What follows belongs to an exercise in optimizing a design on an open flow for small area, a short achievable clock period and few clock cycles per item; a production flow would make more cautious choices. No run shown here included a check of the RTL's function; only the layout flow was run.

==> flow/design.v (outline; a module is shown in full before it is edited, if it fits) <==
// module idc_controller: 30 lines
// module idc_datapath: 2082 lines
// module idc_fa: 10 lines
// module idc_gp: 8 lines
// module inclusive_day_count_between_dates: 44 lines
module inclusive_day_count_between_dates #(
	parameter int unsigned MAX_YEAR = 9999
) (
	input  logic        clk,
	input  logic        arst_n,
	input  logic        dates_valid,
	output logic        dates_ready,
	input  logic [4:0]  dates_start_day,
	input  logic [3:0]  dates_start_month,
	input  logic [13:0] dates_start_year,
	input  logic [4:0]  dates_end_day,
	input  logic [3:0]  dates_end_month,
	input  logic [13:0] dates_end_year,
	output logic        result_valid,
	input  logic        result_ready,
	output logic [21:0] result_day_count,
	output logic        result_order_error
);
  // ...
==> flow/flow/run.sh <==
#!/bin/bash
# The standard layout (the standard.sh, unchanged synthesis), with the
# port buffers made from the smallest buffer cell instead of the default
# choice; the resizer still upsizes them where timing needs it. ORFS writes
# each step's full log under orfs/logs; make's own output goes to
# standard.log.
set -uo pipefail
bash standard.sh "BUFFER_PORTS_ARGS=-buffer_cell sky130_fd_sc_hd__buf_1" finish > standard.log 2>&1
==> flow/standard.sh <==
#!/bin/bash
# synth_recipe.tcl (not shown) runs the flow's synth.tcl, then flattens the netlist and writes it again
# the make line also repeats each setting of config.mk as NAME=value (left out here)
make -C /OpenROAD-flow-scripts/flow DESIGN_CONFIG=/design/flow/config.mk WORK_HOME=/design/flow/orfs CLKGATE_MAP_FILE= SYNTH_SCRIPT=/design/flow/synth_recipe.tcl "${@:-finish}"
==> flow/config.mk <==
export PLATFORM = sky130hd
export DESIGN_NAME = inclusive_day_count_between_dates
export DESIGN_NICKNAME = inclusive_day_count_between_dates
export VERILOG_FILES = /design/flow/design.v
export SDC_FILE = /design/flow/constraint.sdc
export NUM_CORES = 4
export LEC_CHECK = 0
export CAP_MARGIN = 20
export CORE_MARGIN = 2
export CORE_UTILIZATION = 40
export CTS_BUF_LIST = sky130_fd_sc_hd__clkbuf_8
export SETUP_SLACK_MARGIN = 5
export SLEW_MARGIN = 20
export SYNTH_HIERARCHICAL = 1
==> flow/constraint.sdc <==
create_clock -name core_clock -period 10.0 [get_ports {clk}]
set_input_delay 2.0000 -clock core_clock [delete_from_list [all_inputs] [get_ports {clk}]]
set_output_delay 2.0000 -clock core_clock [all_outputs]
set_load 0.01 [all_outputs]
==> out/summary.txt, run 1 <==
fin nets - 1,376
Ys Warns - 8
num sequential - 68
Final setup viols - 0
CTS Buffer Depth - 2
initial antenna violation count - 0
Seq area share - 0.168
Largest register FFs - 23
fraction of layout instances using a drive strength above 1 - 0.136
fillcell total - 2,381
Hold Crit Start - u_ctrl.v1_q$_DFFE_PN0P_
Diodes inserted - 0
met2 routed WL - 9950 um
type of origin of the critical path - input port
Starting Density - 0.404
detailed-route via count - 6,807
Antenna Nets Post-Route - 0
Clock transition at path regs - 0.08 ns
design area - 12,100 um2
Slew Viols, Final - 0
final worst slack - 4.96 ns
die width - 165 um
max layer used - met4
First DRT Iteration DRCs - 324
fmax - 198 MHz
RePlAce Congestion - 0.836
CP bufs+invs - 1
unrepaired setup endpoints after global routing - true
status - finished clean
Synth cell types - 42
DR WL/cell - 16.1 um
GRT Max-Usage Layer - met2
Post-Synth Adder-Cell Area - 0.473
==> run 2, diff against run 1 <==
--- a/flow/design.v
+++ b/flow/design.v
@@ -264,28 +264,16 @@
 	logic s_v_194;
 	logic s_v_195;
 	logic s_v_196;
 	logic s_v_197;
 	logic s_v_198;
 	logic s_v_199;
 	logic s_v_200;
 	logic s_v_201;
-	logic s_v_202;
-	logic s_v_203;
-	logic s_v_204;
-	logic s_v_205;
-	logic s_v_206;
-	logic s_v_207;
-	logic s_v_208;
-	logic s_v_209;
-	logic s_v_210;
-	logic s_v_211;
-	logic s_v_212;
-	logic s_v_213;
 	assign s_y    = s_year;
 	assign s_yn   = ~s_year;
 	assign s_zero = (s_y == 14'd0);
 	assign s_big  = (s_y > 14'd9999);
 	assign s_lowz = (s_y[6:2] == 5'd0);
 	assign s_v_1 = s_y[2] ^ s_y[4];
 	assign s_v_2 = s_y[2] & s_y[4];
 	idc_fa u_s_v_3 (.a(s_y[3]), .b(s_y[5]), .c(s_y[8]), .s(s_v_3), .co(s_v_4));
@@ -416,84 +404,72 @@
 	idc_gp u_s_v_139 (.gh(s_v_116), .ph(s_v_115), .gl(s_v_114), .g(s_v_139));
 	assign s_v_140 = s_v_115 & s_v_113;
 	idc_gp u_s_v_141 (.gh(s_v_120), .ph(s_v_119), .gl(s_v_118), .g(s_v_141));
 	assign s_v_142 = s_v_119 & s_v_117;
 	idc_gp u_s_v_143 (.gh(s_v_124), .ph(s_v_123), .gl(s_v_122), .g(s_v_143));
 	assign s_v_144 = s_v_123 & s_v_121;
 	idc_gp u_s_v_145 (.gh(s_v_128), .ph(s_v_127), .gl(s_v_126), .g(s_v_145));
 	assign s_v_146 = s_v_127 & s_v_125;
-	idc_gp u_s_v_147 (.gh(s_v_102), .ph(s_v_101), .gl(s_v_131), .g(s_v_147));
-	assign s_v_148 = s_v_101 & s_v_132;
-	idc_gp u_s_v_149 (.gh(s_v_133), .ph(s_v_134), .gl(s_v_131), .g(s_v_149));
-	assign s_v_150 = s_v_134 & s_v_132;
-	idc_gp u_s_v_151 (.gh(s_v_110), .ph(s_v_109), .gl(s_v_135), .g(s_v_151));
-	assign s_v_152 = s_v_109 & s_v_136;
-	idc_gp u_s_v_153 (.gh(s_v_137), .ph(s_v_138), .gl(s_v_135), .g(s_v_153));
-	assign s_v_154 = s_v_138 & s_v_136;
-	idc_gp u_s_v_155 (.gh(s_v_118), .ph(s_v_117), .gl(s_v_139), .g(s_v_155));
-	assign s_v_156 = s_v_117 & s_v_140;
-	idc_gp u_s_v_157 (.gh(s_v_141), .ph(s_v_142), .gl(s_v_139), .g(s_v_157));
-	assign s_v_158 = s_v_142 & s_v_140;
-	idc_gp u_s_v_159 (.gh(s_v_126), .ph(s_v_125), .gl(s_v_143), .g(s_v_159));
-	assign s_v_160 = s_v_125 & s_v_144;
-	idc_gp u_s_v_161 (.gh(s_v_145), .ph(s_v_146), .gl(s_v_143), .g(s_v_161));
-	assign s_v_162 = s_v_146 & s_v_144;
-	idc_gp u_s_v_163 (.gh(s_v_106), .ph(s_v_105), .gl(s_v_149), .g(s_v_163));
-	assign s_v_164 = s_v_105 & s_v_150;
-	idc_gp u_s_v_165 (.gh(s_v_135), .ph(s_v_136), .gl(s_v_149), .g(s_v_165));
-	assign s_v_166 = s_v_136 & s_v_150;
-	idc_gp u_s_v_167 (.gh(s_v_151), .ph(s_v_152), .gl(s_v_149), .g(s_v_167));
-	assign s_v_168 = s_v_152 & s_v_150;
-	idc_gp u_s_v_169 (.gh(s_v_153), .ph(s_v_154), .gl(s_v_149), .g(s_v_169));
-	assign s_v_170 = s_v_154 & s_v_150;
-	idc_gp u_s_v_171 (.gh(s_v_122), .ph(s_v_121), .gl(s_v_157), .g(s_v_171));
-	assign s_v_172 = s_v_121 & s_v_158;
-	idc_gp u_s_v_173 (.gh(s_v_143), .ph(s_v_144), .gl(s_v_157), .g(s_v_173));
-	assign s_v_174 = s_v_144 & s_v_158;
-	idc_gp u_s_v_175 (.gh(s_v_159), .ph(s_v_160), .gl(s_v_157), .g(s_v_175));
-	assign s_v_176 = s_v_160 & s_v_158;
-	idc_gp u_s_v_177 (.gh(s_v_161), .ph(s_v_162), .gl(s_v_157), .g(s_v_177));
-	assign s_v_178 = s_v_162 & s_v_158;
-	idc_gp u_s_v_179 (.gh(s_v_114), .ph(s_v_113), .gl(s_v_169), .g(s_v_179));
-	assign s_v_180 = s_v_113 & s_v_170;
-	idc_gp u_s_v_181 (.gh(s_v_139), .ph(s_v_140), .gl(s_v_169), .g(s_v_181));
-	assign s_v_182 = s_v_140 & s_v_170;
-	idc_gp u_s_v_183 (.gh(s_v_155), .ph(s_v_156), .gl(s_v_169), .g(s_v_183));
-	assign s_v_184 = s_v_156 & s_v_170;
-	idc_gp u_s_v_185 (.gh(s_v_157), .ph(s_v_158), .gl(s_v_169), .g(s_v_185));
-	assign s_v_186 = s_v_158 & s_v_170;
-	idc_gp u_s_v_187 (.gh(s_v_171), .ph(s_v_172), .gl(s_v_169), .g(s_v_187));
-	assign s_v_188 = s_v_172 & s_v_170;
-	idc_gp u_s_v_189 (.gh(s_v_173), .ph(s_v_174), .gl(s_v_169), .g(s_v_189));
-	assign s_v_190 = s_v_174 & s_v_170;
-	idc_gp u_s_v_191 (.gh(s_v_175), .ph(s_v_176), .gl(s_v_169), .g(s_v_191));
-	assign s_v_192 = s_v_176 & s_v_170;
-	idc_gp u_s_v_193 (.gh(s_v_177), .ph(s_v_178), .gl(s_v_169), .g(s_v_193));
-	assign s_v_194 = s_v_178 & s_v_170;
-	idc_gp u_s_v_195 (.gh(s_v_130), .ph(s_v_129), .gl(s_v_193), .g(s_v_195));
-	assign s_v_196 = s_v_129 & s_v_194;
-	assign s_v_197 = s_v_97;
-	assign s_v_198 = s_v_99 ^ s_v_98;
-	assign s_v_199 = s_v_101 ^ s_v_131;
-	assign s_v_200 = s_v_103 ^ s_v_147;
-	assign s_v_201 = s_v_105 ^ s_v_149;
-	assign s_v_202 = s_v_107 ^ s_v_163;
-	assign s_v_203 = s_v_109 ^ s_v_165;
-	assign s_v_204 = s_v_111 ^ s_v_167;
-	assign s_v_205 = s_v_113 ^ s_v_169;
-	assign s_v_206 = s_v_115 ^ s_v_179;
-	assign s_v_207 = s_v_117 ^ s_v_181;
-	assign s_v_208 = s_v_119 ^ s_v_183;
-	assign s_v_209 = s_v_121 ^ s_v_185;
-	assign s_v_210 = s_v_123 ^ s_v_187;
-	assign s_v_211 = s_v_125 ^ s_v_189;
-	assign s_v_212 = s_v_127 ^ s_v_191;
-	assign s_v_213 = s_v_129 ^ s_v_193;
-	assign s_ds   = {s_v_213, s_v_212, s_v_211, s_v_210, s_v_209, s_v_208, s_v_207, s_v_206, s_v_205, s_v_204, s_v_203, s_v_202, s_v_201, s_v_200, s_v_199, s_v_198, s_v_197};
+	idc_gp u_s_v_147 (.gh(s_v_133), .ph(s_v_134), .gl(s_v_131), .g(s_v_147));
+	assign s_v_148 = s_v_134 & s_v_132;
+	idc_gp u_s_v_149 (.gh(s_v_137), .ph(s_v_138), .gl(s_v_135), .g(s_v_149));
+	assign s_v_150 = s_v_138 & s_v_136;
+	idc_gp u_s_v_151 (.gh(s_v_141), .ph(s_v_142), .gl(s_v_139), .g(s_v_151));
+	assign s_v_152 = s_v_142 & s_v_140;
+	idc_gp u_s_v_153 (.gh(s_v_145), .ph(s_v_146), .gl(s_v_143), .g(s_v_153));
+	assign s_v_154 = s_v_146 & s_v_144;
+	idc_gp u_s_v_155 (.gh(s_v_149), .ph(s_v_150), .gl(s_v_147), .g(s_v_155));
+	assign s_v_156 = s_v_150 & s_v_148;
+	idc_gp u_s_v_157 (.gh(s_v_153), .ph(s_v_154), .gl(s_v_151), .g(s_v_157));
+	assign s_v_158 = s_v_154 & s_v_152;
+	idc_gp u_s_v_159 (.gh(s_v_157), .ph(s_v_158), .gl(s_v_155), .g(s_v_159));
+	assign s_v_160 = s_v_158 & s_v_156;
+	idc_gp u_s_v_161 (.gh(s_v_151), .ph(s_v_152), .gl(s_v_155), .g(s_v_161));
+	assign s_v_162 = s_v_152 & s_v_156;
+	idc_gp u_s_v_163 (.gh(s_v_135), .ph(s_v_136), .gl(s_v_147), .g(s_v_163));
+	assign s_v_164 = s_v_136 & s_v_148;
+	idc_gp u_s_v_165 (.gh(s_v_139), .ph(s_v_140), .gl(s_v_155), .g(s_v_165));
+	assign s_v_166 = s_v_140 & s_v_156;
+	idc_gp u_s_v_167 (.gh(s_v_143), .ph(s_v_144), .gl(s_v_161), .g(s_v_167));
+	assign s_v_168 = s_v_144 & s_v_162;
+	idc_gp u_s_v_169 (.gh(s_v_102), .ph(s_v_101), .gl(s_v_131), .g(s_v_169));
+	assign s_v_170 = s_v_101 & s_v_132;
+	idc_gp u_s_v_171 (.gh(s_v_106), .ph(s_v_105), .gl(s_v_147), .g(s_v_171));
+	assign s_v_172 = s_v_105 & s_v_148;
+	idc_gp u_s_v_173 (.gh(s_v_110), .ph(s_v_109), .gl(s_v_163), .g(s_v_173));
+	assign s_v_174 = s_v_109 & s_v_164;
+	idc_gp u_s_v_175 (.gh(s_v_114), .ph(s_v_113), .gl(s_v_155), .g(s_v_175));
+	assign s_v_176 = s_v_113 & s_v_156;
+	idc_gp u_s_v_177 (.gh(s_v_118), .ph(s_v_117), .gl(s_v_165), .g(s_v_177));
+	assign s_v_178 = s_v_117 & s_v_166;
+	idc_gp u_s_v_179 (.gh(s_v_122), .ph(s_v_121), .gl(s_v_161), .g(s_v_179));
+	assign s_v_180 = s_v_121 & s_v_162;
+	idc_gp u_s_v_181 (.gh(s_v_126), .ph(s_v_125), .gl(s_v_167), .g(s_v_181));
+	assign s_v_182 = s_v_125 & s_v_168;
+	idc_gp u_s_v_183 (.gh(s_v_130), .ph(s_v_129), .gl(s_v_159), .g(s_v_183));
+	assign s_v_184 = s_v_129 & s_v_160;
+	assign s_v_185 = s_v_97;
+	assign s_v_186 = s_v_99 ^ s_v_98;
+	assign s_v_187 = s_v_101 ^ s_v_131;
+	assign s_v_188 = s_v_103 ^ s_v_169;
+	assign s_v_189 = s_v_105 ^ s_v_147;
+	assign s_v_190 = s_v_107 ^ s_v_171;
+	assign s_v_191 = s_v_109 ^ s_v_163;
+	assign s_v_192 = s_v_111 ^ s_v_173;
+	assign s_v_193 = s_v_113 ^ s_v_155;
+	assign s_v_194 = s_v_115 ^ s_v_175;
+	assign s_v_195 = s_v_117 ^ s_v_165;
+	assign s_v_196 = s_v_119 ^ s_v_177;
+	assign s_v_197 = s_v_121 ^ s_v_161;
+	assign s_v_198 = s_v_123 ^ s_v_179;
+	assign s_v_199 = s_v_125 ^ s_v_167;
+	assign s_v_200 = s_v_127 ^ s_v_181;
+	assign s_v_201 = s_v_129 ^ s_v_159;
+	assign s_ds   = {s_v_201, s_v_200, s_v_199, s_v_198, s_v_197, s_v_196, s_v_195, s_v_194, s_v_193, s_v_192, s_v_191, s_v_190, s_v_189, s_v_188, s_v_187, s_v_186, s_v_185};
 	assign s_zr   = (s_ds[9:5] == 5'd0);
 	assign s_c    = s_big ? 7'd100 : s_ds[16:10];
 	assign s_u    = {s_c[6:2], s_c[1] & s_c[0], s_c[1] & !s_c[0]};
 	assign s_a    = s_big ? 12'd2499 : s_y[13:2];
 	assign s_b    = s_big ? 2'd3 : (s_zero ? 2'd1 : s_y[1:0]);
 	assign s_lp   = (s_month < 4'd3) && !s_big && !s_zero && (s_y[1:0] == 2'd0)
 		&& (!s_zr || (s_ds[11:10] == 2'd1));
 	logic [13:0] e_y, e_yn;
@@ -699,28 +675,16 @@
 	logic e_v_194;
 	logic e_v_195;
 	logic e_v_196;
 	logic e_v_197;
 	logic e_v_198;
 	logic e_v_199;
 	logic e_v_200;
 	logic e_v_201;
-	logic e_v_202;
-	logic e_v_203;
-	logic e_v_204;
-	logic e_v_205;
-	logic e_v_206;
-	logic e_v_207;
-	logic e_v_208;
-	logic e_v_209;
-	logic e_v_210;
-	logic e_v_211;
-	logic e_v_212;
-	logic e_v_213;
 	assign e_y    = e_year;
 	assign e_yn   = ~e_year;
 	assign e_zero = (e_y == 14'd0);
 	assign e_big  = (e_y > 14'd9999);
 	assign e_lowz = (e_y[6:2] == 5'd0);
 	assign e_v_1 = e_y[2] ^ e_y[4];
 	assign e_v_2 = e_y[2] & e_y[4];
 	idc_fa u_e_v_3 (.a(e_y[3]), .b(e_y[5]), .c(e_y[8]), .s(e_v_3), .co(e_v_4));
@@ -851,84 +815,72 @@
 	idc_gp u_e_v_139 (.gh(e_v_116), .ph(e_v_115), .gl(e_v_114), .g(e_v_139));
 	assign e_v_140 = e_v_115 & e_v_113;
 	idc_gp u_e_v_141 (.gh(e_v_120), .ph(e_v_119), .gl(e_v_118), .g(e_v_141));
 	assign e_v_142 = e_v_119 & e_v_117;
 	idc_gp u_e_v_143 (.gh(e_v_124), .ph(e_v_123), .gl(e_v_122), .g(e_v_143));
 	assign e_v_144 = e_v_123 & e_v_121;
 	idc_gp u_e_v_145 (.gh(e_v_128), .ph(e_v_127), .gl(e_v_126), .g(e_v_145));
 	assign e_v_146 = e_v_127 & e_v_125;
-	idc_gp u_e_v_147 (.gh(e_v_102), .ph(e_v_101), .gl(e_v_131), .g(e_v_147));
-	assign e_v_148 = e_v_101 & e_v_132;
-	idc_gp u_e_v_149 (.gh(e_v_133), .ph(e_v_134), .gl(e_v_131), .g(e_v_149));
-	assign e_v_150 = e_v_134 & e_v_132;
-	idc_gp u_e_v_151 (.gh(e_v_110), .ph(e_v_109), .gl(e_v_135), .g(e_v_151));
-	assign e_v_152 = e_v_109 & e_v_136;
-	idc_gp u_e_v_153 (.gh(e_v_137), .ph(e_v_138), .gl(e_v_135), .g(e_v_153));
-	assign e_v_154 = e_v_138 & e_v_136;
-	idc_gp u_e_v_155 (.gh(e_v_118), .ph(e_v_117), .gl(e_v_139), .g(e_v_155));
-	assign e_v_156 = e_v_117 & e_v_140;
-	idc_gp u_e_v_157 (.gh(e_v_141), .ph(e_v_142), .gl(e_v_139), .g(e_v_157));
-	assign e_v_158 = e_v_142 & e_v_140;
-	idc_gp u_e_v_159 (.gh(e_v_126), .ph(e_v_125), .gl(e_v_143), .g(e_v_159));
-	assign e_v_160 = e_v_125 & e_v_144;
-	idc_gp u_e_v_161 (.gh(e_v_145), .ph(e_v_146), .gl(e_v_143), .g(e_v_161));
-	assign e_v_162 = e_v_146 & e_v_144;
-	idc_gp u_e_v_163 (.gh(e_v_106), .ph(e_v_105), .gl(e_v_149), .g(e_v_163));
-	assign e_v_164 = e_v_105 & e_v_150;
-	idc_gp u_e_v_165 (.gh(e_v_135), .ph(e_v_136), .gl(e_v_149), .g(e_v_165));
-	assign e_v_166 = e_v_136 & e_v_150;
-	idc_gp u_e_v_167 (.gh(e_v_151), .ph(e_v_152), .gl(e_v_149), .g(e_v_167));
-	assign e_v_168 = e_v_152 & e_v_150;
-	idc_gp u_e_v_169 (.gh(e_v_153), .ph(e_v_154), .gl(e_v_149), .g(e_v_169));
-	assign e_v_170 = e_v_154 & e_v_150;
-	idc_gp u_e_v_171 (.gh(e_v_122), .ph(e_v_121), .gl(e_v_157), .g(e_v_171));
-	assign e_v_172 = e_v_121 & e_v_158;
-	idc_gp u_e_v_173 (.gh(e_v_143), .ph(e_v_144), .gl(e_v_157), .g(e_v_173));
-	assign e_v_174 = e_v_144 & e_v_158;
-	idc_gp u_e_v_175 (.gh(e_v_159), .ph(e_v_160), .gl(e_v_157), .g(e_v_175));
-	assign e_v_176 = e_v_160 & e_v_158;
-	idc_gp u_e_v_177 (.gh(e_v_161), .ph(e_v_162), .gl(e_v_157), .g(e_v_177));
-	assign e_v_178 = e_v_162 & e_v_158;
-	idc_gp u_e_v_179 (.gh(e_v_114), .ph(e_v_113), .gl(e_v_169), .g(e_v_179));
-	assign e_v_180 = e_v_113 & e_v_170;
-	idc_gp u_e_v_181 (.gh(e_v_139), .ph(e_v_140), .gl(e_v_169), .g(e_v_181));
-	assign e_v_182 = e_v_140 & e_v_170;
-	idc_gp u_e_v_183 (.gh(e_v_155), .ph(e_v_156), .gl(e_v_169), .g(e_v_183));
-	assign e_v_184 = e_v_156 & e_v_170;
-	idc_gp u_e_v_185 (.gh(e_v_157), .ph(e_v_158), .gl(e_v_169), .g(e_v_185));
-	assign e_v_186 = e_v_158 & e_v_170;
-	idc_gp u_e_v_187 (.gh(e_v_171), .ph(e_v_172), .gl(e_v_169), .g(e_v_187));
-	assign e_v_188 = e_v_172 & e_v_170;
-	idc_gp u_e_v_189 (.gh(e_v_173), .ph(e_v_174), .gl(e_v_169), .g(e_v_189));
-	assign e_v_190 = e_v_174 & e_v_170;
-	idc_gp u_e_v_191 (.gh(e_v_175), .ph(e_v_176), .gl(e_v_169), .g(e_v_191));
-	assign e_v_192 = e_v_176 & e_v_170;
-	idc_gp u_e_v_193 (.gh(e_v_177), .ph(e_v_178), .gl(e_v_169), .g(e_v_193));
-	assign e_v_194 = e_v_178 & e_v_170;
-	idc_gp u_e_v_195 (.gh(e_v_130), .ph(e_v_129), .gl(e_v_193), .g(e_v_195));
-	assign e_v_196 = e_v_129 & e_v_194;
-	assign e_v_197 = e_v_97;
-	assign e_v_198 = e_v_99 ^ e_v_98;
-	assign e_v_199 = e_v_101 ^ e_v_131;
-	assign e_v_200 = e_v_103 ^ e_v_147;
-	assign e_v_201 = e_v_105 ^ e_v_149;
-	assign e_v_202 = e_v_107 ^ e_v_163;
-	assign e_v_203 = e_v_109 ^ e_v_165;
-	assign e_v_204 = e_v_111 ^ e_v_167;
-	assign e_v_205 = e_v_113 ^ e_v_169;
-	assign e_v_206 = e_v_115 ^ e_v_179;
-	assign e_v_207 = e_v_117 ^ e_v_181;
-	assign e_v_208 = e_v_119 ^ e_v_183;
-	assign e_v_209 = e_v_121 ^ e_v_185;
-	assign e_v_210 = e_v_123 ^ e_v_187;
-	assign e_v_211 = e_v_125 ^ e_v_189;
-	assign e_v_212 = e_v_127 ^ e_v_191;
-	assign e_v_213 = e_v_129 ^ e_v_193;
-	assign e_ds   = {e_v_213, e_v_212, e_v_211, e_v_210, e_v_209, e_v_208, e_v_207, e_v_206, e_v_205, e_v_204, e_v_203, e_v_202, e_v_201, e_v_200, e_v_199, e_v_198, e_v_197};
+	idc_gp u_e_v_147 (.gh(e_v_133), .ph(e_v_134), .gl(e_v_131), .g(e_v_147));
+	assign e_v_148 = e_v_134 & e_v_132;
+	idc_gp u_e_v_149 (.gh(e_v_137), .ph(e_v_138), .gl(e_v_135), .g(e_v_149));
+	assign e_v_150 = e_v_138 & e_v_136;
+	idc_gp u_e_v_151 (.gh(e_v_141), .ph(e_v_142), .gl(e_v_139), .g(e_v_151));
+	assign e_v_152 = e_v_142 & e_v_140;
+	idc_gp u_e_v_153 (.gh(e_v_145), .ph(e_v_146), .gl(e_v_143), .g(e_v_153));
+	assign e_v_154 = e_v_146 & e_v_144;
+	idc_gp u_e_v_155 (.gh(e_v_149), .ph(e_v_150), .gl(e_v_147), .g(e_v_155));
+	assign e_v_156 = e_v_150 & e_v_148;
+	idc_gp u_e_v_157 (.gh(e_v_153), .ph(e_v_154), .gl(e_v_151), .g(e_v_157));
+	assign e_v_158 = e_v_154 & e_v_152;
+	idc_gp u_e_v_159 (.gh(e_v_157), .ph(e_v_158), .gl(e_v_155), .g(e_v_159));
+	assign e_v_160 = e_v_158 & e_v_156;
+	idc_gp u_e_v_161 (.gh(e_v_151), .ph(e_v_152), .gl(e_v_155), .g(e_v_161));
+	assign e_v_162 = e_v_152 & e_v_156;
+	idc_gp u_e_v_163 (.gh(e_v_135), .ph(e_v_136), .gl(e_v_147), .g(e_v_163));
+	assign e_v_164 = e_v_136 & e_v_148;
+	idc_gp u_e_v_165 (.gh(e_v_139), .ph(e_v_140), .gl(e_v_155), .g(e_v_165));
+	assign e_v_166 = e_v_140 & e_v_156;
+	idc_gp u_e_v_167 (.gh(e_v_143), .ph(e_v_144), .gl(e_v_161), .g(e_v_167));
+	assign e_v_168 = e_v_144 & e_v_162;
+	idc_gp u_e_v_169 (.gh(e_v_102), .ph(e_v_101), .gl(e_v_131), .g(e_v_169));
+	assign e_v_170 = e_v_101 & e_v_132;
+	idc_gp u_e_v_171 (.gh(e_v_106), .ph(e_v_105), .gl(e_v_147), .g(e_v_171));
+	assign e_v_172 = e_v_105 & e_v_148;
+	idc_gp u_e_v_173 (.gh(e_v_110), .ph(e_v_109), .gl(e_v_163), .g(e_v_173));
+	assign e_v_174 = e_v_109 & e_v_164;
+	idc_gp u_e_v_175 (.gh(e_v_114), .ph(e_v_113), .gl(e_v_155), .g(e_v_175));
+	assign e_v_176 = e_v_113 & e_v_156;
+	idc_gp u_e_v_177 (.gh(e_v_118), .ph(e_v_117), .gl(e_v_165), .g(e_v_177));
+	assign e_v_178 = e_v_117 & e_v_166;
+	idc_gp u_e_v_179 (.gh(e_v_122), .ph(e_v_121), .gl(e_v_161), .g(e_v_179));
+	assign e_v_180 = e_v_121 & e_v_162;
+	idc_gp u_e_v_181 (.gh(e_v_126), .ph(e_v_125), .gl(e_v_167), .g(e_v_181));
+	assign e_v_182 = e_v_125 & e_v_168;
+	idc_gp u_e_v_183 (.gh(e_v_130), .ph(e_v_129), .gl(e_v_159), .g(e_v_183));
+	assign e_v_184 = e_v_129 & e_v_160;
+	assign e_v_185 = e_v_97;
+	assign e_v_186 = e_v_99 ^ e_v_98;
+	assign e_v_187 = e_v_101 ^ e_v_131;
+	assign e_v_188 = e_v_103 ^ e_v_169;
+	assign e_v_189 = e_v_105 ^ e_v_147;
+	assign e_v_190 = e_v_107 ^ e_v_171;
+	assign e_v_191 = e_v_109 ^ e_v_163;
+	assign e_v_192 = e_v_111 ^ e_v_173;
+	assign e_v_193 = e_v_113 ^ e_v_155;
+	assign e_v_194 = e_v_115 ^ e_v_175;
+	assign e_v_195 = e_v_117 ^ e_v_165;
+	assign e_v_196 = e_v_119 ^ e_v_177;
+	assign e_v_197 = e_v_121 ^ e_v_161;
+	assign e_v_198 = e_v_123 ^ e_v_179;
+	assign e_v_199 = e_v_125 ^ e_v_167;
+	assign e_v_200 = e_v_127 ^ e_v_181;
+	assign e_v_201 = e_v_129 ^ e_v_159;
+	assign e_ds   = {e_v_201, e_v_200, e_v_199, e_v_198, e_v_197, e_v_196, e_v_195, e_v_194, e_v_193, e_v_192, e_v_191, e_v_190, e_v_189, e_v_188, e_v_187, e_v_186, e_v_185};
 	assign e_zr   = (e_ds[9:5] == 5'd0);
 	assign e_c    = e_big ? 7'd100 : e_ds[16:10];
 	assign e_u    = {e_c[6:2], e_c[1] & e_c[0], e_c[1] & !e_c[0]};
 	assign e_a    = e_big ? 12'd2499 : e_y[13:2];
 	assign e_b    = e_big ? 2'd3 : (e_zero ? 2'd1 : e_y[1:0]);
 	assign e_lp   = (e_month < 4'd3) && !e_big && !e_zero && (e_y[1:0] == 2'd0)
 		&& (!e_zr || (e_ds[11:10] == 2'd1));
 	logic d_v_1;
@@ -1002,22 +954,16 @@
 	logic d_v_69;
 	logic d_v_70;
 	logic d_v_71;
 	logic d_v_72;
 	logic d_v_73;
 	logic d_v_74;
 	logic d_v_75;
 	logic d_v_76;
-	logic d_v_77;
-	logic d_v_78;
-	logic d_v_79;
-	logic d_v_80;
-	logic d_v_81;
-	logic d_v_82;
 	assign d_v_1 = e_a[0] ^ ~s_a[0];
 	assign d_v_2 = e_a[0] & ~s_a[0];
 	assign d_v_3 = e_a[1] ^ ~s_a[1];
 	assign d_v_4 = e_a[1] & ~s_a[1];
 	assign d_v_5 = e_a[2] ^ ~s_a[2];
 	assign d_v_6 = e_a[2] & ~s_a[2];
 	assign d_v_7 = e_a[3] ^ ~s_a[3];
 	assign d_v_8 = e_a[3] & ~s_a[3];
@@ -1045,63 +991,57 @@
 	idc_gp u_d_v_30 (.gh(d_v_12), .ph(d_v_11), .gl(d_v_10), .g(d_v_30));
 	assign d_v_31 = d_v_11 & d_v_9;
 	idc_gp u_d_v_32 (.gh(d_v_16), .ph(d_v_15), .gl(d_v_14), .g(d_v_32));
 	assign d_v_33 = d_v_15 & d_v_13;
 	idc_gp u_d_v_34 (.gh(d_v_20), .ph(d_v_19), .gl(d_v_18), .g(d_v_34));
 	assign d_v_35 = d_v_19 & d_v_17;
 	idc_gp u_d_v_36 (.gh(d_v_24), .ph(d_v_23), .gl(d_v_22), .g(d_v_36));
 	assign d_v_37 = d_v_23 & d_v_21;
-	idc_gp u_d_v_38 (.gh(d_v_6), .ph(d_v_5), .gl(d_v_26), .g(d_v_38));
-	assign d_v_39 = d_v_5 & d_v_27;
-	idc_gp u_d_v_40 (.gh(d_v_28), .ph(d_v_29), .gl(d_v_26), .g(d_v_40));
-	assign d_v_41 = d_v_29 & d_v_27;
-	idc_gp u_d_v_42 (.gh(d_v_14), .ph(d_v_13), .gl(d_v_30), .g(d_v_42));
-	assign d_v_43 = d_v_13 & d_v_31;
-	idc_gp u_d_v_44 (.gh(d_v_32), .ph(d_v_33), .gl(d_v_30), .g(d_v_44));
-	assign d_v_45 = d_v_33 & d_v_31;
-	idc_gp u_d_v_46 (.gh(d_v_22), .ph(d_v_21), .gl(d_v_34), .g(d_v_46));
-	assign d_v_47 = d_v_21 & d_v_35;
-	idc_gp u_d_v_48 (.gh(d_v_36), .ph(d_v_37), .gl(d_v_34), .g(d_v_48));
-	assign d_v_49 = d_v_37 & d_v_35;
-	idc_gp u_d_v_50 (.gh(d_v_10), .ph(d_v_9), .gl(d_v_40), .g(d_v_50));
-	assign d_v_51 = d_v_9 & d_v_41;
-	idc_gp u_d_v_52 (.gh(d_v_30), .ph(d_v_31), .gl(d_v_40), .g(d_v_52));
-	assign d_v_53 = d_v_31 & d_v_41;
-	idc_gp u_d_v_54 (.gh(d_v_42), .ph(d_v_43), .gl(d_v_40), .g(d_v_54));
-	assign d_v_55 = d_v_43 & d_v_41;
-	idc_gp u_d_v_56 (.gh(d_v_44), .ph(d_v_45), .gl(d_v_40), .g(d_v_56));
-	assign d_v_57 = d_v_45 & d_v_41;
-	idc_gp u_d_v_58 (.gh(1'b0), .ph(1'b1), .gl(d_v_48), .g(d_v_58));
-	assign d_v_59 = 1'b1 & d_v_49;
-	idc_gp u_d_v_60 (.gh(d_v_18), .ph(d_v_17), .gl(d_v_56), .g(d_v_60));
-	assign d_v_61 = d_v_17 & d_v_57;
-	idc_gp u_d_v_62 (.gh(d_v_34), .ph(d_v_35), .gl(d_v_56), .g(d_v_62));
-	assign d_v_63 = d_v_35 & d_v_57;
-	idc_gp u_d_v_64 (.gh(d_v_46), .ph(d_v_47), .gl(d_v_56), .g(d_v_64));
-	assign d_v_65 = d_v_47 & d_v_57;
-	idc_gp u_d_v_66 (.gh(d_v_48), .ph(d_v_49), .gl(d_v_56), .g(d_v_66));
-	assign d_v_67 = d_v_49 & d_v_57;
-	idc_gp u_d_v_68 (.gh(d_v_58), .ph(d_v_59), .gl(d_v_56), .g(d_v_68));
-	assign d_v_69 = d_v_59 & d_v_57;
-	assign d_v_70 = d_v_1 ^ 1'b1;
-	assign d_v_71 = d_v_3 ^ d_v_25;
-	assign d_v_72 = d_v_5 ^ d_v_26;
-	assign d_v_73 = d_v_7 ^ d_v_38;
-	assign d_v_74 = d_v_9 ^ d_v_40;
-	assign d_v_75 = d_v_11 ^ d_v_50;
-	assign d_v_76 = d_v_13 ^ d_v_52;
-	assign d_v_77 = d_v_15 ^ d_v_54;
-	assign d_v_78 = d_v_17 ^ d_v_56;
-	assign d_v_79 = d_v_19 ^ d_v_60;
-	assign d_v_80 = d_v_21 ^ d_v_62;
-	assign d_v_81 = d_v_23 ^ d_v_64;
-	assign d_v_82 = 1'b1 ^ d_v_66;
+	idc_gp u_d_v_38 (.gh(d_v_28), .ph(d_v_29), .gl(d_v_26), .g(d_v_38));
+	assign d_v_39 = d_v_29 & d_v_27;
+	idc_gp u_d_v_40 (.gh(d_v_32), .ph(d_v_33), .gl(d_v_30), .g(d_v_40));
+	assign d_v_41 = d_v_33 & d_v_31;
+	idc_gp u_d_v_42 (.gh(d_v_36), .ph(d_v_37), .gl(d_v_34), .g(d_v_42));
+	assign d_v_43 = d_v_37 & d_v_35;
+	idc_gp u_d_v_44 (.gh(d_v_40), .ph(d_v_41), .gl(d_v_38), .g(d_v_44));
+	assign d_v_45 = d_v_41 & d_v_39;
+	idc_gp u_d_v_46 (.gh(d_v_42), .ph(d_v_43), .gl(d_v_44), .g(d_v_46));
+	assign d_v_47 = d_v_43 & d_v_45;
+	idc_gp u_d_v_48 (.gh(d_v_30), .ph(d_v_31), .gl(d_v_38), .g(d_v_48));
+	assign d_v_49 = d_v_31 & d_v_39;
+	idc_gp u_d_v_50 (.gh(d_v_34), .ph(d_v_35), .gl(d_v_44), .g(d_v_50));
+	assign d_v_51 = d_v_35 & d_v_45;
+	idc_gp u_d_v_52 (.gh(d_v_6), .ph(d_v_5), .gl(d_v_26), .g(d_v_52));
+	assign d_v_53 = d_v_5 & d_v_27;
+	idc_gp u_d_v_54 (.gh(d_v_10), .ph(d_v_9), .gl(d_v_38), .g(d_v_54));
+	assign d_v_55 = d_v_9 & d_v_39;
+	idc_gp u_d_v_56 (.gh(d_v_14), .ph(d_v_13), .gl(d_v_48), .g(d_v_56));
+	assign d_v_57 = d_v_13 & d_v_49;
+	idc_gp u_d_v_58 (.gh(d_v_18), .ph(d_v_17), .gl(d_v_44), .g(d_v_58));
+	assign d_v_59 = d_v_17 & d_v_45;
+	idc_gp u_d_v_60 (.gh(d_v_22), .ph(d_v_21), .gl(d_v_50), .g(d_v_60));
+	assign d_v_61 = d_v_21 & d_v_51;
+	idc_gp u_d_v_62 (.gh(1'b0), .ph(1'b1), .gl(d_v_46), .g(d_v_62));
+	assign d_v_63 = 1'b1 & d_v_47;
+	assign d_v_64 = d_v_1 ^ 1'b1;
+	assign d_v_65 = d_v_3 ^ d_v_25;
+	assign d_v_66 = d_v_5 ^ d_v_26;
+	assign d_v_67 = d_v_7 ^ d_v_52;
+	assign d_v_68 = d_v_9 ^ d_v_38;
+	assign d_v_69 = d_v_11 ^ d_v_54;
+	assign d_v_70 = d_v_13 ^ d_v_48;
+	assign d_v_71 = d_v_15 ^ d_v_56;
+	assign d_v_72 = d_v_17 ^ d_v_44;
+	assign d_v_73 = d_v_19 ^ d_v_58;
+	assign d_v_74 = d_v_21 ^ d_v_50;
+	assign d_v_75 = d_v_23 ^ d_v_60;
+	assign d_v_76 = 1'b1 ^ d_v_46;
 	logic [12:0] da;
-	assign da = {d_v_82, d_v_81, d_v_80, d_v_79, d_v_78, d_v_77, d_v_76, d_v_75, d_v_74, d_v_73, d_v_72, d_v_71, d_v_70};
+	assign da = {d_v_76, d_v_75, d_v_74, d_v_73, d_v_72, d_v_71, d_v_70, d_v_69, d_v_68, d_v_67, d_v_66, d_v_65, d_v_64};
 	logic [8:0] te_t;
 	always_comb begin
 		case (e_month)
 			4'd0: te_t = 9'd0;
 			4'd1: te_t = 9'd0;
 			4'd2: te_t = 9'd31;
 			4'd3: te_t = 9'd59;
 			4'd4: te_t = 9'd90;
@@ -1220,18 +1160,16 @@
 	logic w_v_77;
 	logic w_v_78;
 	logic w_v_79;
 	logic w_v_80;
 	logic w_v_81;
 	logic w_v_82;
 	logic w_v_83;
 	logic w_v_84;
-	logic w_v_85;
-	logic w_v_86;
 	assign w_v_1 = e_day[0] ^ sdn[0];
 	assign w_v_2 = e_day[0] & sdn[0];
 	idc_fa u_w_v_3 (.a(e_day[1]), .b(sdn[1]), .c(te_t[1]), .s(w_v_3), .co(w_v_4));
 	idc_fa u_w_v_5 (.a(e_day[2]), .b(sdn[2]), .c(te_t[2]), .s(w_v_5), .co(w_v_6));
 	idc_fa u_w_v_7 (.a(e_day[3]), .b(sdn[3]), .c(te_t[3]), .s(w_v_7), .co(w_v_8));
 	idc_fa u_w_v_9 (.a(e_day[4]), .b(sdn[4]), .c(te_t[4]), .s(w_v_9), .co(w_v_10));
 	assign w_v_11 = te_t[0] ^ ts_t[0];
 	assign w_v_12 = te_t[0] & ts_t[0];
@@ -1269,48 +1207,46 @@
 	idc_gp u_w_v_49 (.gh(w_v_36), .ph(w_v_35), .gl(w_v_34), .g(w_v_49));
 	assign w_v_50 = w_v_35 & w_v_33;
 	idc_gp u_w_v_51 (.gh(w_v_40), .ph(w_v_39), .gl(w_v_38), .g(w_v_51));
 	assign w_v_52 = w_v_39 & w_v_37;
 	idc_gp u_w_v_53 (.gh(w_v_44), .ph(w_v_43), .gl(w_v_42), .g(w_v_53));
 	assign w_v_54 = w_v_43 & w_v_41;
 	idc_gp u_w_v_55 (.gh(1'b0), .ph(w_v_28), .gl(w_v_46), .g(w_v_55));
 	assign w_v_56 = w_v_28 & w_v_45;
-	idc_gp u_w_v_57 (.gh(w_v_34), .ph(w_v_33), .gl(w_v_47), .g(w_v_57));
-	assign w_v_58 = w_v_33 & w_v_48;
-	idc_gp u_w_v_59 (.gh(w_v_49), .ph(w_v_50), .gl(w_v_47), .g(w_v_59));
-	assign w_v_60 = w_v_50 & w_v_48;
-	idc_gp u_w_v_61 (.gh(w_v_42), .ph(w_v_41), .gl(w_v_51), .g(w_v_61));
-	assign w_v_62 = w_v_41 & w_v_52;
-	idc_gp u_w_v_63 (.gh(w_v_53), .ph(w_v_54), .gl(w_v_51), .g(w_v_63));
-	assign w_v_64 = w_v_54 & w_v_52;
-	idc_gp u_w_v_65 (.gh(w_v_38), .ph(w_v_37), .gl(w_v_59), .g(w_v_65));
-	assign w_v_66 = w_v_37 & w_v_60;
-	idc_gp u_w_v_67 (.gh(w_v_51), .ph(w_v_52), .gl(w_v_59), .g(w_v_67));
-	assign w_v_68 = w_v_52 & w_v_60;
-	idc_gp u_w_v_69 (.gh(w_v_61), .ph(w_v_62), .gl(w_v_59), .g(w_v_69));
-	assign w_v_70 = w_v_62 & w_v_60;
-	idc_gp u_w_v_71 (.gh(w_v_63), .ph(w_v_64), .gl(w_v_59), .g(w_v_71));
-	assign w_v_72 = w_v_64 & w_v_60;
-	idc_gp u_w_v_73 (.gh(w_v_46), .ph(w_v_45), .gl(w_v_71), .g(w_v_73));
-	assign w_v_74 = w_v_45 & w_v_72;
-	idc_gp u_w_v_75 (.gh(w_v_55), .ph(w_v_56), .gl(w_v_71), .g(w_v_75));
-	assign w_v_76 = w_v_56 & w_v_72;
-	assign w_v_77 = w_v_29;
-	assign w_v_78 = w_v_31 ^ w_v_30;
-	assign w_v_79 = w_v_33 ^ w_v_47;
-	assign w_v_80 = w_v_35 ^ w_v_57;
-	assign w_v_81 = w_v_37 ^ w_v_59;
-	assign w_v_82 = w_v_39 ^ w_v_65;
-	assign w_v_83 = w_v_41 ^ w_v_67;
-	assign w_v_84 = w_v_43 ^ w_v_69;
-	assign w_v_85 = w_v_45 ^ w_v_71;
-	assign w_v_86 = w_v_28 ^ w_v_73;
+	idc_gp u_w_v_57 (.gh(w_v_49), .ph(w_v_50), .gl(w_v_47), .g(w_v_57));
+	assign w_v_58 = w_v_50 & w_v_48;
+	idc_gp u_w_v_59 (.gh(w_v_53), .ph(w_v_54), .gl(w_v_51), .g(w_v_59));
+	assign w_v_60 = w_v_54 & w_v_52;
+	idc_gp u_w_v_61 (.gh(w_v_59), .ph(w_v_60), .gl(w_v_57), .g(w_v_61));
+	assign w_v_62 = w_v_60 & w_v_58;
+	idc_gp u_w_v_63 (.gh(w_v_51), .ph(w_v_52), .gl(w_v_57), .g(w_v_63));
+	assign w_v_64 = w_v_52 & w_v_58;
+	idc_gp u_w_v_65 (.gh(w_v_55), .ph(w_v_56), .gl(w_v_61), .g(w_v_65));
+	assign w_v_66 = w_v_56 & w_v_62;
+	idc_gp u_w_v_67 (.gh(w_v_34), .ph(w_v_33), .gl(w_v_47), .g(w_v_67));
+	assign w_v_68 = w_v_33 & w_v_48;
+	idc_gp u_w_v_69 (.gh(w_v_38), .ph(w_v_37), .gl(w_v_57), .g(w_v_69));
+	assign w_v_70 = w_v_37 & w_v_58;
+	idc_gp u_w_v_71 (.gh(w_v_42), .ph(w_v_41), .gl(w_v_63), .g(w_v_71));
+	assign w_v_72 = w_v_41 & w_v_64;
+	idc_gp u_w_v_73 (.gh(w_v_46), .ph(w_v_45), .gl(w_v_61), .g(w_v_73));
+	assign w_v_74 = w_v_45 & w_v_62;
+	assign w_v_75 = w_v_29;
+	assign w_v_76 = w_v_31 ^ w_v_30;
+	assign w_v_77 = w_v_33 ^ w_v_47;
+	assign w_v_78 = w_v_35 ^ w_v_67;
+	assign w_v_79 = w_v_37 ^ w_v_57;
+	assign w_v_80 = w_v_39 ^ w_v_69;
+	assign w_v_81 = w_v_41 ^ w_v_63;
+	assign w_v_82 = w_v_43 ^ w_v_71;
+	assign w_v_83 = w_v_45 ^ w_v_61;
+	assign w_v_84 = w_v_28 ^ w_v_73;
 	logic [9:0] v;
-	assign v = {w_v_86, w_v_85, w_v_84, w_v_83, w_v_82, w_v_81, w_v_80, w_v_79, w_v_78, w_v_77};
+	assign v = {w_v_84, w_v_83, w_v_82, w_v_81, w_v_80, w_v_79, w_v_78, w_v_77, w_v_76, w_v_75};
 	logic [12:0] da_q;
 	logic [6:0]  sc_q, ecn_q;
 	logic        sl_q, eln_q;
 	logic [9:0]  v_q;
 	logic [1:0]  sb_q, eb_q;
 	always_ff @(posedge clk) begin
 		if (en1) begin
 			da_q  <= {~da[12], da[11:0]};
==> run 2 against run 1 <==
Against the previous run:
- cell area fell by 1.0%
- still clean
- fmax increased by 0.94%
- highest routed layer unchanged
- utilization is 0.59 points higher
==> out/summary.txt, run 2 <==
Synth async-reset ratio - 0.0294 (unchanged)
fillcell total - 2,291 (was 2,381)
Slew Viols, Final - 0 (unchanged)
CTS Buffer Depth - 2 (unchanged)
Max FO, Critical Path - 6 (was 4)
Syn Inst Count - 886 (was 914)
Fin. Hold Viols - 0 (unchanged)
critical path required time - 10.11 ns (about the same)
reg-to-reg critical path startpoint - u_dp.sb_q[0]$_SDFFCE_PP1P_ (unchanged)
CTS Hold Bufs - 0 (unchanged)
global route overflow - 0 (unchanged)
CTS Buf Count - 9 (unchanged)
Synth cell types - 43 (was 42)
Worst-Skew Late Latency - 0.37 ns (was 0.38 ns)
Port-buffer cells - 74 (unchanged)
Top reg by flops - u_dp.r_q (unchanged)
die width - 164 um (was 165 um)
global-route wire length before repair - 34,200 um (was 35,500 um)
Max-Slew Margin vs Limit - 0.456 (was 0.430)
Reg-to-Reg End - u_dp.r_q[22]$_DFFE_PP_ (unchanged)
Die Height - 164 um (was 165 um)
count of state elements after synthesis - 68 (unchanged)
Hold Path Depth - 1 (unchanged)
Syn Nets - 1,254 (was 1,282)
critical path arrival - 5.10 ns (was 5.15 ns)
P&R area growth vs syn - 16.7% (was 16.1%)
unrepaired setup endpoints after global routing - true (unchanged)
biggest regs - u_dp.r_q (23), u_dp.da_q (13), u_dp.v_q (10) (unchanged)
synthesized area per cell - 11.6 um2 (was 11.4 um2)
Worst Reg-to-Reg Cells - 19 (unchanged)
Final min period - 5.00 ns (was 5.04 ns)
Clock transition at path regs - 0.07 ns (was 0.08 ns)
fmax - 200 MHz (was 198 MHz)
total negative setup slack - 0 ns (unchanged)
worst-path cell with the longest stage delay - fa_1 (unchanged)
most frequent cell after synthesis - ha_1 (unchanged)
final worst slack - 5.00 ns (was 4.96 ns)
max cap viols - 0 (unchanged)
Post-Syn Area - 10,200 um2 (was 10,400 um2)
FP Rows - 58 (was 59)
clock sinks - 68 (unchanged)
Antenna Nets Post-Route - 0 (unchanged)
min-delay worst type - reg2reg (unchanged)
First DRT Iteration DRCs - 249 (was 324)
Pre-antenna DRT Iters - 4 (was 5)
Largest register FFs - 23 (unchanged)
initial antenna violation count - 2 (was 0)
fin nets - 1,349 (was 1,376)
Die ar. - 26,900 um2 (was 27,300 um2)
DR WL/cell - 16.0 um (was 16.1 um)
type of origin of the critical path - flop (was input port)
detailed-route via count - 6,627 (was 6,807)
RePlAce Congestion - 0.880 (was 0.836)
CP bufs+invs - 2 (was 1)
via/cell ratio - 5.03 (was 5.05)
endpoint type of the worst setup path - flop (unchanged)
fraction of layout instances using a drive strength above 1 - 0.142 (was 0.136)
Starting Density - 0.407 (was 0.404)
skew final - 0.0148 ns (was 0.0162 ns)
Place WS - 4.32 ns (was 4.27 ns)
Worst path top cell family by delay - adder cells (unchanged)
ys flop type - edfxtp_1 (unchanged)
CTS HTree Levels - 3 (unchanged)
dpl hpwl - 17,600 um (was 18,000 um)
GRT Overall Usage - 0.164 (was 0.168)
Ys Warns - 8 (unchanged)
largest cells by area after synthesis - fa_1 (25%), ha_1 (23%), edfxtp_1 (19%), a21o_1 (9.5%), xor2_1 (4.2%) (was fa_1 (24%), ha_1 (23%), edfxtp_1 (19%), a21o_1 (10%), xor2_1 (4.2%))
Root Buffer - clkbuf_8 (unchanged)
detailed-route wire length - 21,100 um (was 21,600 um)
WHS Endpoint - u_ctrl.v2_q$_DFFE_PN0P_ (unchanged)
top cell type's share of synthesized area - 0.246 (was 0.242)
Worst Max-Slew Pin Slew - 0.815 ns (was 0.846 ns)
Post-synth EDFFs - 66 (unchanged)
most frequent cells in the layout - ha_1 (155), a21o_1 (127), fa_1 (119) (was ha_1 (155), a21o_1 (142), fa_1 (120))
sequential fraction of the synthesis area - 0.198 (was 0.195)
# IOs - 75 (unchanged)
Final Cycle Share - 0.500 (was 0.504)
core area - 25,200 um2 (was 25,800 um2)
Setup Crit Path Kind - reg2reg (was in2reg)
most common cell after layout, fill and taps aside - ha_1 (unchanged)
leading area contributor after synthesis - fa_1 (unchanged)
Post-synth top cells - ha_1 (192), a21o_1 (129), fa_1 (126) (was ha_1 (192), a21o_1 (145), fa_1 (126))
flop2flop setup slack - 5.00 ns (was 4.98 ns)
sequence of cells on the critical path - inv_2 -> ha_1 -> nand2_1 -> o21ai_2 -> mux2_4 -> inv_2 -> fa_1 -> fa_2 -> fa_1 -> fa_1 -> ha_4 -> a21o_1 -> a21o_1 -> a21o_4 -> a21o_4 -> a21o_1 -> xnor2_2 -> xnor2_1 -> xnor2_1 (was buf_12 -> fa_2 -> fa_1 -> ha_4 -> ha_4 -> ha_4 -> ha_4 -> and2_4 -> a21o_1 -> a21o_1 -> a21o_1 -> xnor2_2 -> xnor2_1 -> xnor2_1 -> nand2_1)
Final setup viols - 0 (unchanged)
status - finished clean (unchanged)
number of global-route vias before repair - 6,733 (was 7,132)
DRC viols - 0 (unchanged)
CTS tree - done (unchanged)
Hold Crit Start - u_ctrl.v1_q$_DFFE_PN0P_ (unchanged)
WP depth - 19 (was 15)
CP max stage delay - 0.56 ns (was 0.57 ns)
largest net degree at the start of global routing - 45 (unchanged)
run 2: cell count changes in the layout (fill, tap and decap cells not counted), sizes merged, moves of 3 or more:
| cell | change |
|---|---|
| a21o | -16 |
| and2 | -7 |
| and3 | -12 |
| buf | +4 |
| clkinv | +4 |
| nand2 | -5 |
| nand2b | +4 |
| nor2 | +4 |
| or2 | +3 |
run 2: stage by stage:
step / cell area, um2 / std cells / util / hold slack [ns]
2_1_floorplan: 10500 / 886 / - / 0.478
3_3_place_gp: 11100 / 1276 / 0.440 / 0.500
3_5_place_dp: 11100 / 1276 / 0.440 / 0.501
4_1_cts: 11500 / 1295 / 0.457 / 0.556
5_1_grt: 12000 / 1317 / 0.475 / 0.583
6_report: 12000 / 1317 / 0.475 / 0.550
run 2: how the worst max path moves through the flow:
stage                               startpoint                          to  slack, ns
finish              u_dp.sb_q[0]$_SDFFCE_PP1P_      u_dp.r_q[22]$_DFFE_PP_       5.00
global route        u_dp.sb_q[0]$_SDFFCE_PP1P_      u_dp.r_q[22]$_DFFE_PP_       4.80
CTS                 u_dp.sb_q[0]$_SDFFCE_PP1P_      u_dp.r_q[22]$_DFFE_PP_       4.85
detailed placement        dates_start_year[10]  u_dp.sc_q[6]$_SDFFCE_PN1P_       4.32
global placement            dates_end_month[1]       u_dp.v_q[9]$_DFFE_PP_       4.42
floorplan                  dates_start_year[6]  u_dp.sc_q[6]$_SDFFCE_PN1P_       4.81
run 2: modules after synthesis (local to each module, per instance), a selection:
module          cells  flops+latches  cell area [um2]  times used
idc_controller      8              2             92.6           1
idc_datapath      627             66             6690           1
idc_fa              1              0             20.0         126
idc_gp              1              0             7.51         125
run 2: kinds of logic after synthesis:
group                    after synthesis  synth area share
buffers and inverters                 66            0.0257
multiplexers                          11            0.0138
XOR/XNOR                              80            0.0684
adder cells (fa/ha/maj)              318             0.481
AO/OA/AOI/OAI                        165             0.118
AND/OR/NAND/NOR                      178            0.0950
flip-flops                            68             0.198
run 2: what timing repair did:
action / in CTS / in global routing
gates resized for setup: 44 / 60
pin swaps: 12 / 28
setup endpoints to repair: 19 / 14
setup buffers: 3 / 21
gates cloned: 0 / 0
run 2: final cells by class:
cell class,count,area [um2],share of cell area
flip-flops and latches,68,2030,0.170
repair buffers,98,563,0.0471
multi-input cells,752,8510,0.712
clock buffers,9,124,0.0104
well taps,330,413,0.0345
diodes,1,2.50,0.000209
inverters,52,208,0.0174
clock inverters,7,98.8,0.00827
run 2: metal layers:
metal | vias up | wire (um) | track usage
li1 | 3298 | - | -
met1 | 3191 | 10500 | 0.237
met2 | 116 | 9580 | 0.258
met3 | 22 | 678 | 0.0215
met4 | 0 | 336 | 0.0463
met5 | - | 0 | 0

==> re-timing with driven ports <==
No port has a modelled driver above. Below, the same layouts with a new extraction and two added sets of constraints.
Step 1: set_driving_cell puts a clkbuf_16 on clk and a buf_2 on each other input, an assumption about the parent block.
Step 2, shift: input delay + t, output delay - t, t = (earliest + latest rising clock arrival at the registers) / 2. This alone moves slack from input paths to output paths.
Slacks: ideal ports / drivers / drivers and shift; pairs: ideal ports / drivers.
| run | t, ns | setup WS [ns] | clock arrival spread, ns |
|---|---|---|---|
| run 1 | 0.403 | 4.957 / 4.937 / 4.533 | 0.016 / 0.017 |
| run 2 | 0.404 | 5.003 / 5.003 / 4.618 | 0.014 / 0.015 |
After both steps setup and hold are still met in every run listed. The setup slack of run 1, which loses most, moves by -0.020 ns with the drivers and by -0.424 ns with both steps.
